Context: an optimization exercise on an open-source flow, tuned for small area, a short achievable clock period and few clock cycles per item. The choices shown serve that exercise and are no tape-out recipe. In this exercise RTL edits were held to simulation tests only and were not proved equivalent to the original.

==> job 9990: inputs <==
## lms_weight_update
module lms_weight_update
(
    input  logic                       clk,
    input  logic                       rstn,
    input  logic                       start,      
    input  logic [lms_pkg::ERR_W-1:0]  err,        
    input  logic [lms_pkg::REFS_W-1:0] refs,       
    output logic                       busy,       
    output logic                       done,       
    output logic [lms_pkg::BANK_W-1:0] weights     
);
Settings: LEC_CHECK=0, CAP_MARGIN=20, CORE_MARGIN=2, CORE_UTILIZATION=55, SETUP_SLACK_MARGIN=3.8, SLEW_MARGIN=20, SYNTH_HIERARCHICAL=1, SYNTH_MINIMUM_KEEP_SIZE=0; clock period 9.0 ns.
standard.sh (not shown) runs the stock make flow with config.mk's settings and CLKGATE_MAP_FILE= SYNTH_SCRIPT=/design/flow/synth_recipe.tcl, a recipe that flattens the netlist after the stock synthesis.
==> flow/flow/run.sh <==
#!/bin/bash
# Standard layout, with plain buffers on the ports instead of the delay
# buffers buffer_ports picks by default.
set -euo pipefail
export BUFFER_PORTS_ARGS="-buffer_cell sky130_fd_sc_hd__buf_2"
bash standard.sh finish > standard_flow.log 2>&1
==> job 6413: changes against job 9990 <==
SETUP_SLACK_MARGIN = 3.5   (was 3.8)
==> job 9176: changes against job 9990 <==
==> flow/flow/run.sh (replaced) <==
#!/bin/bash
# Standard layout, with plain buffers on the ports instead of the delay
# buffers buffer_ports picks by default.
set -euo pipefail
export BUFFER_PORTS_ARGS="-buffer_cell sky130_fd_sc_hd__buf_1"
bash standard.sh finish > standard_flow.log 2>&1
SETUP_SLACK_MARGIN = 3.3   (was 3.8)
==> qor summary <==
quantity                                                                                 job 9990                 job 9176                               job 6413
Result of the run                                                         complete, no violations  complete, no violations                complete, no violations
Final critical-path required period                                                       5.29 ns                  5.64 ns                                5.44 ns
Area growth from synthesis to layout                                                        16.7%                    8.81%                                  11.3%
Number of violations reported at the end of detailed-routing iteration 0                    5,391                    4,488                                  4,764
Slowest library cell on the worst path                                                       fa_2                     fa_1                                 xor2_1
Multi-input combinational area share                                                        72.3%                    74.4%                                  74.0%
Antenna violations before repair                                                               87                       69                                     88
Clock latency on the worst-skew pair                                                      0.75 ns                  0.75 ns                                0.74 ns
Routed len/inst                                                                           23.4 um                  22.4 um                                22.8 um
Share of the core filled with cells in the final layout                                     64.4%                    60.1%                                  61.5%
Plain + repair buffers                                                                      1,193                      781                                    809
WL met2                                                                                    157 mm                   146 mm                                 149 mm
Max Clock Freq                                                                            189 MHz                  177 MHz                                184 MHz
Number of standard cells in the final layout excluding fillers                              13.9k                    13.4k                                  13.4k
Placement Setup Slack                                                                     2.06 ns                  1.89 ns                                2.03 ns
Setup repair after global routing missed its margin                                           yes                      yes                                     no
Launching instance or port of the critical path                                             start                   err[1]  u_bank.g_tap[8].u_mac.qw[4]$_DFF_PN1_
Testbench counts of job 9990, summed over its fixed seeds: cycles 960, sweeps 960.
Testbench counts of job 6413, summed over its fixed seeds: cycles 960, sweeps 960.
Testbench counts of job 9176, summed over its fixed seeds: cycles 960, sweeps 960.

========
==> v25 <==
Another version of the RTL of lms_weight_update (not shown whole).
clock: 9.0 ns
lec_check: 0
cap_margin: 20
core_margin: 2
core_utilization: 55
setup_slack_margin: 3.0
slew_margin: 20
synth_hierarchical: 1
synth_minimum_keep_size: 0
==> flow/flow/run.sh <==
#!/bin/bash
# Standard layout, with plain buffers on the ports instead of the delay
# buffers buffer_ports picks by default.
set -euo pipefail
export BUFFER_PORTS_ARGS="-buffer_cell sky130_fd_sc_hd__buf_2"
bash standard.sh finish > standard_flow.log 2>&1
==> v14: changes against v25 <==
==> flow/run.sh (new file) <==
#!/bin/bash
# synth_recipe.tcl (not shown) runs the flow's synth.tcl, then flattens the netlist and writes it again
# the make line also repeats each setting of config.mk as NAME=value (left out here)
make -C /OpenROAD-flow-scripts/flow DESIGN_CONFIG=/design/flow/config.mk WORK_HOME=/design/flow/orfs CLKGATE_MAP_FILE= SYNTH_SCRIPT=/design/flow/synth_recipe.tcl finish
--- a/flow/config.mk
+++ b/flow/config.mk
@@ -8,6 +8,5 @@
 export CAP_MARGIN = 20
 export CORE_MARGIN = 2
-export CORE_UTILIZATION = 55
-export SETUP_SLACK_MARGIN = 3.0
+export CORE_UTILIZATION = 40
 export SLEW_MARGIN = 20
 export SYNTH_HIERARCHICAL = 1
removed: flow/flow/run.sh
removed: flow/standard.sh
==> key figures <==
Run status
  – Outcome: timing/DRC/antenna clean

Timing
  – WHS: ~0.47 ns

Global route
  – Largest net degree at the start of global routing: 130

Route
  – DR vias: 68810

Cells and area
  – ANT cells: 34
  – Multi-input combinational gate total: 7131
  – Clock buffer count: 96

Worst setup path
  – Crit path depth: 23
  – Worst r2r dst: u_bank.weights[444]$_DFF_PN0_
The numbers above come from v25.

==> key figures <==
Cells and area
  – Multi-input combinational gate total: roughly 7100
  – ANT cells: 23

Timing
  – WHS: 0.4762 ns

Worst setup path
  – Crit path depth: 18
  – Worst r2r dst: u_bank.weights[285]$_DFF_PN0_
  – CP max FO: 23

Global route
  – Largest net degree at the start of global routing: 120

Route
  – DR vias: 64240

Run status
  – Outcome: timing/DRC/antenna clean
The numbers above come from v14.

Testbench counts of v25, summed over its fixed seeds: cycles 960, sweeps 960.
Testbench counts of v14, summed over its fixed seeds: cycles 960, sweeps 960.

========
==> job 4047: inputs <==
Another version of the RTL of lms_weight_update (not shown whole).
export LEC_CHECK = 0
export CAP_MARGIN = 20
export CORE_MARGIN = 2
export CORE_UTILIZATION = 55
export SETUP_SLACK_MARGIN = 4.0
export SLEW_MARGIN = 20
export SYNTH_HIERARCHICAL = 1
export SYNTH_MINIMUM_KEEP_SIZE = 0
create_clock -name core_clock -period 9.0 [get_ports {clk}]
==> flow/flow/run.sh <==
#!/bin/bash
# Standard layout, with plain buffers on the ports instead of the delay
# buffers buffer_ports picks by default.
set -euo pipefail
export BUFFER_PORTS_ARGS="-buffer_cell sky130_fd_sc_hd__buf_1"
bash standard.sh finish > standard_flow.log 2>&1
==> inputs of job 9612, as changes to job 4047 <==
==> flow/flow/run.sh (replaced) <==
#!/bin/bash
# Standard layout, with plain buffers on the ports instead of the delay
# buffers buffer_ports picks by default.
set -euo pipefail
export BUFFER_PORTS_ARGS="-buffer_cell sky130_fd_sc_hd__buf_2"
bash standard.sh finish > standard_flow.log 2>&1
SETUP_SLACK_MARGIN = 3.5   (was 4.0)
==> inputs of job 501, as changes to job 4047 <==
==> flow/flow/run.sh (replaced) <==
#!/bin/bash
# Standard layout, with plain buffers on the ports instead of the delay
# buffers buffer_ports picks by default.
set -euo pipefail
export BUFFER_PORTS_ARGS="-buffer_cell sky130_fd_sc_hd__buf_2"
bash standard.sh finish > standard_flow.log 2>&1
SETUP_SLACK_MARGIN = 3.8   (was 4.0)
==> inputs of job 961, as changes to job 4047 <==
==> flow/flow/run.sh (replaced) <==
#!/bin/bash
# Standard layout, with plain buffers on the ports instead of the delay
# buffers buffer_ports picks by default.
set -euo pipefail
export BUFFER_PORTS_ARGS="-buffer_cell sky130_fd_sc_hd__buf_2"
bash standard.sh finish > standard_flow.log 2>&1
CORE_UTILIZATION = 65   (was 55)
SETUP_SLACK_MARGIN = 3.8   (was 4.0)
==> flow_summary.toml <==
[status]
status = "complete, no violations"

[cts]
clock_latency_ns = 0.75

[detailed_routing]
dr_total_vias = 78351
vias_per_cell = 5.60
routedWlPerCell_um = 22.9

[die]
taps = 2640

[final_layout]
seq_share_pct = 14.2

[critical_path]
path_max_fanout = 23
cp_cell_sequence = "clkbuf_16 -> buf_16 -> buf_4 -> and2_4 -> nand2_1 -> fa_1 -> fa_1 -> fa_1 -> fa_1 -> fa_1 -> ha_1 -> xnor2_1"
the above is filed under job 501

==> flow_summary.toml <==
[status]
status = "complete, no violations"

[detailed_routing]
routedWlPerCell_um = 22.2
vias_per_cell = 5.56
dr_total_vias = 77464

[critical_path]
crit_required_ns = 9.67
cp_cell_sequence = "buf_4 -> buf_4 -> and2_1 -> nand2_1 -> fa_1 -> fa_1 -> fa_1 -> fa_1 -> fa_1 -> ha_1 -> xnor2_1"

[final_layout]
seq_share_pct = 14.5

[die]
taps = 2640

[cts]
clock_latency_ns = 0.75
the above is filed under job 9612

==> flow_summary.toml <==
[final_layout]
seq_share_pct = 14.4

[status]
status = "complete, no violations"

[detailed_routing]
routedWlPerCell_um = 22.9
vias_per_cell = 5.88
dr_total_vias = 79654

[cts]
clock_latency_ns = 0.75

[critical_path]
cp_cell_sequence = "buf_8 -> and2_4 -> nand2_1 -> fa_1 -> fa_1 -> fa_1 -> fa_1 -> fa_1 -> ha_1 -> xnor2_1"
path_max_fanout = 34
the above is filed under job 961

==> flow_summary.toml <==
[detailed_routing]
vias_per_cell = 5.62
routedWlPerCell_um = 23.1

[critical_path]
cp_cell_sequence = "inv_2 -> ha_4 -> and4bb_2 -> o211ai_1 -> a311oi_2 -> buf_4 -> o211ai_1 -> xor2_2 -> buf_2"
path_max_fanout = 5

[status]
status = "complete, no violations"

[die]
taps = 2640

[final_layout]
nFillCells = 16040
seq_share_pct = 13.4
the above is filed under job 4047

Testbench counts of job 4047, summed over its fixed seeds: cycles 960, sweeps 960.
Testbench counts of job 9612, summed over its fixed seeds: cycles 960, sweeps 960.
Testbench counts of job 501, summed over its fixed seeds: cycles 960, sweeps 960.
Testbench counts of job 961, summed over its fixed seeds: cycles 960, sweeps 960.

==> what the ideal ports hide <==
How much do the figures lean on ideal ports? The routed layouts below were timed once more, with nothing changed but the port constraints. Step 1, drivers: a clkbuf_16 drives clk and a buf_2 each remaining input, both assumed. Step 2 moves the port delays by t, midway between the first and last clock arrival at a register: inputs arrive t later, outputs are due t later. That takes back most of the time a late clock gives input paths. Slacks: ideal ports / drivers / drivers and shift; pairs: ideal ports / drivers.
run | shift t [ns] | slack for setup (ns) | clock arrival spread, ns
job 9990 | 0.823 | 3.710 / 3.397 / 2.574 | 0.060 / 0.060
job 6413 | 0.825 | 3.558 / 3.340 / 2.516 | 0.040 / 0.039
job 9176 | 0.830 | 3.356 / 3.328 / 2.498 | 0.047 / 0.047
v25 | 0.814 | 2.421 / 2.259 / 1.445 | 0.063 / 0.062
v14 | 0.795 | 1.270 / 1.332 / 0.537 | 0.050 / 0.050
job 4047 | 0.855 | 3.888 / 3.762 / 2.907 | 0.039 / 0.040
job 9612 | 0.836 | 3.578 / 3.523 / 2.780 | 0.032 / 0.032
job 501 | 0.838 | 3.808 / 3.491 / 2.653 | 0.041 / 0.042
job 961 | 0.818 | 3.815 / 3.534 / 2.717 | 0.038 / 0.037
After both steps every run listed still meets setup and hold. For job 501, which loses most, drivers alone change the setup slack by -0.317 ns; drivers and shift together by -1.155 ns.
